This design comes from an exercise in tuning for small area on the open sky130 flow, not from production work.
Function was checked by simulation only, so behaviour that the tests miss may differ from the original.
The flow treats the clock pin as an ideal source, which a real chip does not have.
Power figures rest on the tool's default switching activity, not on a simulated workload.

== run a ==
==> flow/design.v <==
module object_bounds #(
  parameter int LABEL_WIDTH = 8,
  parameter int MAX_LABELS  = 64,
  parameter int COORD_WIDTH = 10,
  parameter int COUNT_WIDTH = 20
) (
  input  logic                   clk,
  input  logic                   reset,
  input  logic                   en,
  input  logic                   vsync,
  input  logic [COORD_WIDTH-1:0] x,
  input  logic [COORD_WIDTH-1:0] y,
  input  logic [LABEL_WIDTH-1:0] label,
  output logic                   out_valid,
  input  logic                   out_ready,
  output logic [LABEL_WIDTH-1:0] out_label,
  output logic [COORD_WIDTH-1:0] out_x_min,
  output logic [COORD_WIDTH-1:0] out_x_max,
  output logic [COORD_WIDTH-1:0] out_y_min,
  output logic [COORD_WIDTH-1:0] out_y_max,
  output logic [COUNT_WIDTH-1:0] out_count,
  output logic                   busy,
  output logic                   overflow
);
  localparam int IDX_W = $clog2(MAX_LABELS);
  localparam int CW    = COORD_WIDTH;
  localparam int NW    = COUNT_WIDTH;
  localparam int NE    = MAX_LABELS - 1;      
  localparam int EW    = 4 * CW + NW;
  localparam int NG    = NE / 3;              
  localparam int HW    = 5;                   
  logic [NE:1]   tbl_valid;
  logic [EW-1:0] tbl [NE:1];
  logic             vsync_d;
  logic [IDX_W-1:0] idx;
  logic             p_hit;
  logic             p_is1;
  logic [CW-1:0]    p_x;
  logic [CW-1:0]    p_y;
  localparam int HA = IDX_W / 2;
  localparam int HB = IDX_W - HA;
  logic [(1<<HA)-1:0] a_hi;
  logic [(1<<HB)-1:0] a_lo;
  logic               p_hit_d;
  logic               busy_d;
  logic [IDX_W-1:0]   idx_d;
  logic [IDX_W-1:0]   addr_d;
  logic [NE:1]        sel;
  logic [EW:0]      rd_all;
  logic [EW-1:0]    rd;
  logic             rd_valid;
  logic [CW-1:0]    r_x_min, r_x_max, r_y_min, r_y_max;
  logic [NW-1:0]    r_count;
  logic [EW-1:0]    wd;
  logic [NE:1]      we;
  logic [NE:1]      we_n;
  logic [EW-1:0]    tbl_d [NE:1];
  logic             frame_end;
  logic             pend1;
  logic             c_rd, c_wd, c_t1;
  logic [EW-1:0]    rec;
  logic             accept;
  logic             advance;
  logic             last;
  assign frame_end = vsync & ~vsync_d;
  always_comb begin
    for (int i = 1; i <= NE; i++) sel[i] = a_hi[i >> HB] & a_lo[i % (1 << HB)];
  end
  for (genvar b = 0; b <= EW; b++) begin : g_rd
    logic [NG-1:0] z;
    for (genvar k = 0; k < NG; k++) begin : g_grp
      if (b == EW) begin : g_v
        ob_aoi3 u_aoi (
          .a0(tbl_valid[3*k+1]), .s0(sel[3*k+1]),
          .a1(tbl_valid[3*k+2]), .s1(sel[3*k+2]),
          .a2(tbl_valid[3*k+3]), .s2(sel[3*k+3]),
          .z (z[k])
        );
      end else begin : g_d
        ob_aoi3 u_aoi (
          .a0(tbl[3*k+1][b]), .s0(sel[3*k+1]),
          .a1(tbl[3*k+2][b]), .s1(sel[3*k+2]),
          .a2(tbl[3*k+3][b]), .s2(sel[3*k+3]),
          .z (z[k])
        );
      end
    end
    assign rd_all[b] = ~&z;
  end
  assign rd       = rd_all[EW-1:0];
  assign rd_valid = rd_all[EW];
  assign {r_count, r_y_max, r_y_min, r_x_max, r_x_min} = rd;
  always_comb begin
    if (rd_valid) begin
      wd = {(&r_count) ? r_count : r_count + NW'(1),
            (p_y > r_y_max) ? p_y : r_y_max,
            (p_y < r_y_min) ? p_y : r_y_min,
            (p_x > r_x_max) ? p_x : r_x_max,
            (p_x < r_x_min) ? p_x : r_x_min};
    end else begin
      wd = {NW'(1), p_y, p_y, p_x, p_x};
    end
  end
  assign we   = sel & {NE{p_hit}};
  assign we_n = ~we;
  for (genvar i = 1; i <= NE; i++) begin : g_hold
    for (genvar j = 0; j < EW / HW; j++) begin : g_slice
      ob_hold #(.W(HW)) u_hold (
        .we  (we[i]),
        .we_n(we_n[i]),
        .d   (wd[j*HW +: HW]),
        .q   (tbl[i][j*HW +: HW]),
        .o   (tbl_d[i][j*HW +: HW])
      );
    end
  end
  assign pend1 = busy & p_hit;
  assign c_rd  = busy & ~p_hit;
  assign c_wd  = pend1 & p_is1;
  assign c_t1  = pend1 & ~p_is1;
  logic [CW-1:0] t1_x_min, t1_x_max, t1_y_min, t1_y_max;
  logic [NW-1:0] t1_count;
  logic [EW-1:0] wd1;
  assign {t1_count, t1_y_max, t1_y_min, t1_x_max, t1_x_min} = tbl[1];
  always_comb begin
    if (tbl_valid[1]) begin
      wd1 = {(&t1_count) ? t1_count : t1_count + NW'(1),
             (p_y > t1_y_max) ? p_y : t1_y_max,
             (p_y < t1_y_min) ? p_y : t1_y_min,
             (p_x > t1_x_max) ? p_x : t1_x_max,
             (p_x < t1_x_min) ? p_x : t1_x_min};
    end else begin
      wd1 = {NW'(1), p_y, p_y, p_x, p_x};
    end
  end
  assign rec = (rd & {EW{c_rd}}) | (wd1 & {EW{c_wd}}) | (tbl[1] & {EW{c_t1}});
  assign {out_count, out_y_max, out_y_min, out_x_max, out_x_min} = rec;
  assign out_valid = (c_rd & rd_valid) | c_wd | (c_t1 & tbl_valid[1]);
  assign out_label = LABEL_WIDTH'(idx);
  assign accept  = out_valid & out_ready;
  assign advance = busy & (~out_valid | out_ready);
  assign last    = (idx == IDX_W'(NE));
  always_comb begin
    busy_d = busy;
    idx_d  = idx;
    if (!busy) begin
      if (frame_end) begin
        busy_d = 1'b1;
        idx_d  = IDX_W'(1);
      end
    end else if (advance) begin
      idx_d = idx + IDX_W'(1);
      if (last) busy_d = 1'b0;
    end
  end
  assign p_hit_d = ~busy & en & (label != '0) & (label[LABEL_WIDTH-1:IDX_W] == '0);
  assign addr_d  = p_hit_d ? label[IDX_W-1:0] : idx_d;
  always_ff @(posedge clk or posedge reset) begin
    if (reset) begin
      vsync_d   <= 1'b0;
      busy      <= 1'b0;
      overflow  <= 1'b0;
      idx       <= '0;
      p_hit     <= 1'b0;
      tbl_valid <= '0;
    end else begin
      vsync_d <= vsync;
      p_hit   <= p_hit_d;
      busy    <= busy_d;
      idx     <= idx_d;
      if (busy && advance && last) overflow <= 1'b0;
      if (~busy & en & (label[LABEL_WIDTH-1:IDX_W] != '0)) overflow <= 1'b1;
      for (int i = 1; i <= NE; i++) begin
        if (we[i]) tbl_valid[i] <= 1'b1;
        if (accept && (p_hit ? (i == 1) : sel[i])) tbl_valid[i] <= 1'b0;
      end
    end
  end
  always_ff @(posedge clk) begin
    p_is1 <= (label[IDX_W-1:0] == IDX_W'(1));
    a_hi  <= (1 << HA)'(1) << addr_d[IDX_W-1:HB];
    a_lo  <= (1 << HB)'(1) << addr_d[HB-1:0];
    p_x   <= x;
    p_y   <= y;
    for (int i = 1; i <= NE; i++) tbl[i] <= tbl_d[i];
  end
endmodule
module ob_aoi3 (
  input  logic a0, s0,
  input  logic a1, s1,
  input  logic a2, s2,
  output logic z
);
  assign z = ~((a0 & s0) | (a1 & s1) | (a2 & s2));
endmodule
module ob_hold #(
  parameter int W = 1
) (
  input  logic         we,
  input  logic         we_n,
  input  logic [W-1:0] d,
  input  logic [W-1:0] q,
  output logic [W-1:0] o
);
  assign o = (d & {W{we}}) | (q & {W{we_n}});
endmodule
clock: 8.0 ns
lec_check: 0
cap_margin: 20
core_margin: 2
core_utilization: 55
place_density: 0.65
slew_margin: 20
synth_hierarchical: 1
synth_minimum_keep_size: 0
standard.sh (not shown) runs the stock make flow with config.mk's settings and CLKGATE_MAP_FILE= SYNTH_SCRIPT=/design/flow/synth_recipe.tcl, a recipe that flattens the netlist after the stock synthesis.
==> flow/flow/run.sh <==
#!/bin/bash
# Layout flow: the standard ORFS flow (standard.sh, unchanged synthesis)
# with these changes to how the layout is made:
#   * clock tree: clkbuf_16 leaf buffers driving clusters of up to 27
#     registers, without the dummy loads TritonCTS adds for balancing;
#   * port buffers: every input and output port still gets its own buffer,
#     a buf_1 instead of the default delay buffer;
#   * placement-time and CTS-time repair use buffers up to buf_6
#     (flow/small_buffers.tcl).
# Each ORFS step writes its full log under orfs/logs/; make's own output
# goes to flow_synth.log and flow_make.log in this folder.
set -euo pipefail

HOOK="$PWD/flow/small_buffers.tcl"
CTS="-sink_clustering_enable -repair_clock_nets -dont_use_dummy_load"
CTS="$CTS -sink_clustering_size 27 -sink_clustering_max_diameter 100"
CTS="$CTS -buf_list sky130_fd_sc_hd__clkbuf_16"

bash standard.sh synth > flow_synth.log 2>&1
bash standard.sh \
  "CTS_ARGS=$CTS" \
  "BUFFER_PORTS_ARGS=-buffer_cell sky130_fd_sc_hd__buf_1" \
  "PRE_GLOBAL_PLACE_TCL=$HOOK" \
  "PRE_RESIZE_TCL=$HOOK" \
  "PRE_CTS_TCL=$HOOK" \
  finish > flow_make.log 2>&1
==> flow/flow/small_buffers.tcl <==
# Keep placement-time repair to small buffers: the long, high-fanout nets of
# the table (selects, write data, write enables) are then split into more,
# smaller buffers instead of a few big ones.
set_dont_use [get_lib_cells {sky130_fd_sc_hd__buf_8 sky130_fd_sc_hd__buf_12 sky130_fd_sc_hd__buf_16 sky130_fd_sc_hd__bufbuf_8 sky130_fd_sc_hd__bufbuf_16 sky130_fd_sc_hd__bufinv_8 sky130_fd_sc_hd__bufinv_16}]
Run a completed end to end with timing, DRC and antenna clean.
The inputs of run b differ from those of run a as listed below.
--- a/flow/flow/run.sh
+++ b/flow/flow/run.sh
@@ -3,3 +3,3 @@
 # with these changes to how the layout is made:
-#   * clock tree: clkbuf_16 leaf buffers driving clusters of up to 27
+#   * clock tree: clkbuf_16 leaf buffers driving clusters of up to 25
 #     registers, without the dummy loads TritonCTS adds for balancing;
@@ -15,3 +15,3 @@
 CTS="-sink_clustering_enable -repair_clock_nets -dont_use_dummy_load"
-CTS="$CTS -sink_clustering_size 27 -sink_clustering_max_diameter 100"
+CTS="$CTS -sink_clustering_size 25 -sink_clustering_max_diameter 80"
 CTS="$CTS -buf_list sky130_fd_sc_hd__clkbuf_16"
Notes after the runs:
- Run b — final worst-path cycle share 1.1 points lower, run a as reference
- Diff run a -> run b: antenna diode instance count decreased by 11 relative to the old numbers; leakage power total increased by 0.38% relative to the old numbers; post-route standard cell area excluding fillers closely matched the old numbers; combinational cell fraction of total power decreased by 0.2 points relative to the old numbers.
- Via count of the routed design essentially unchanged between run a and run b.
- Run b vs. run a: wire length of the first global-routing pass barely changed, share of cell area taken by flip-flops and latches barely changed, final instance count without filler cells barely changed, wire length barely changed.
- Total power: run b above run a

==> what the ideal ports hide <==
The flow's constraints put no driver on any port. The routed layouts listed below were extracted and timed again, unchanged, in two steps. Step 1 sets driving cells, clkbuf_16 on the clock port and buf_2 on the other inputs (assumed; they add their load-dependent delay and slew). Step 2 moves the port delays by t, midway between the first and last clock arrival at a register: inputs arrive t later, outputs are due t later. That takes back most of the time a late clock gives input paths. Three values: ideal ports, drivers, drivers and shift; two values: the first two.
| run | t (ns) | slack for setup (ns) | worst hold slack (ns) |
|---|---|---|---|
| run a | 0.962 | 0.308 / 0.209 / 0.412 | 0.479 / 0.479 / 0.479 |
| run b | 0.953 | 0.395 / 0.296 / 0.469 | 0.470 / 0.470 / 0.470 |
After both steps setup and hold are still met in every run listed.
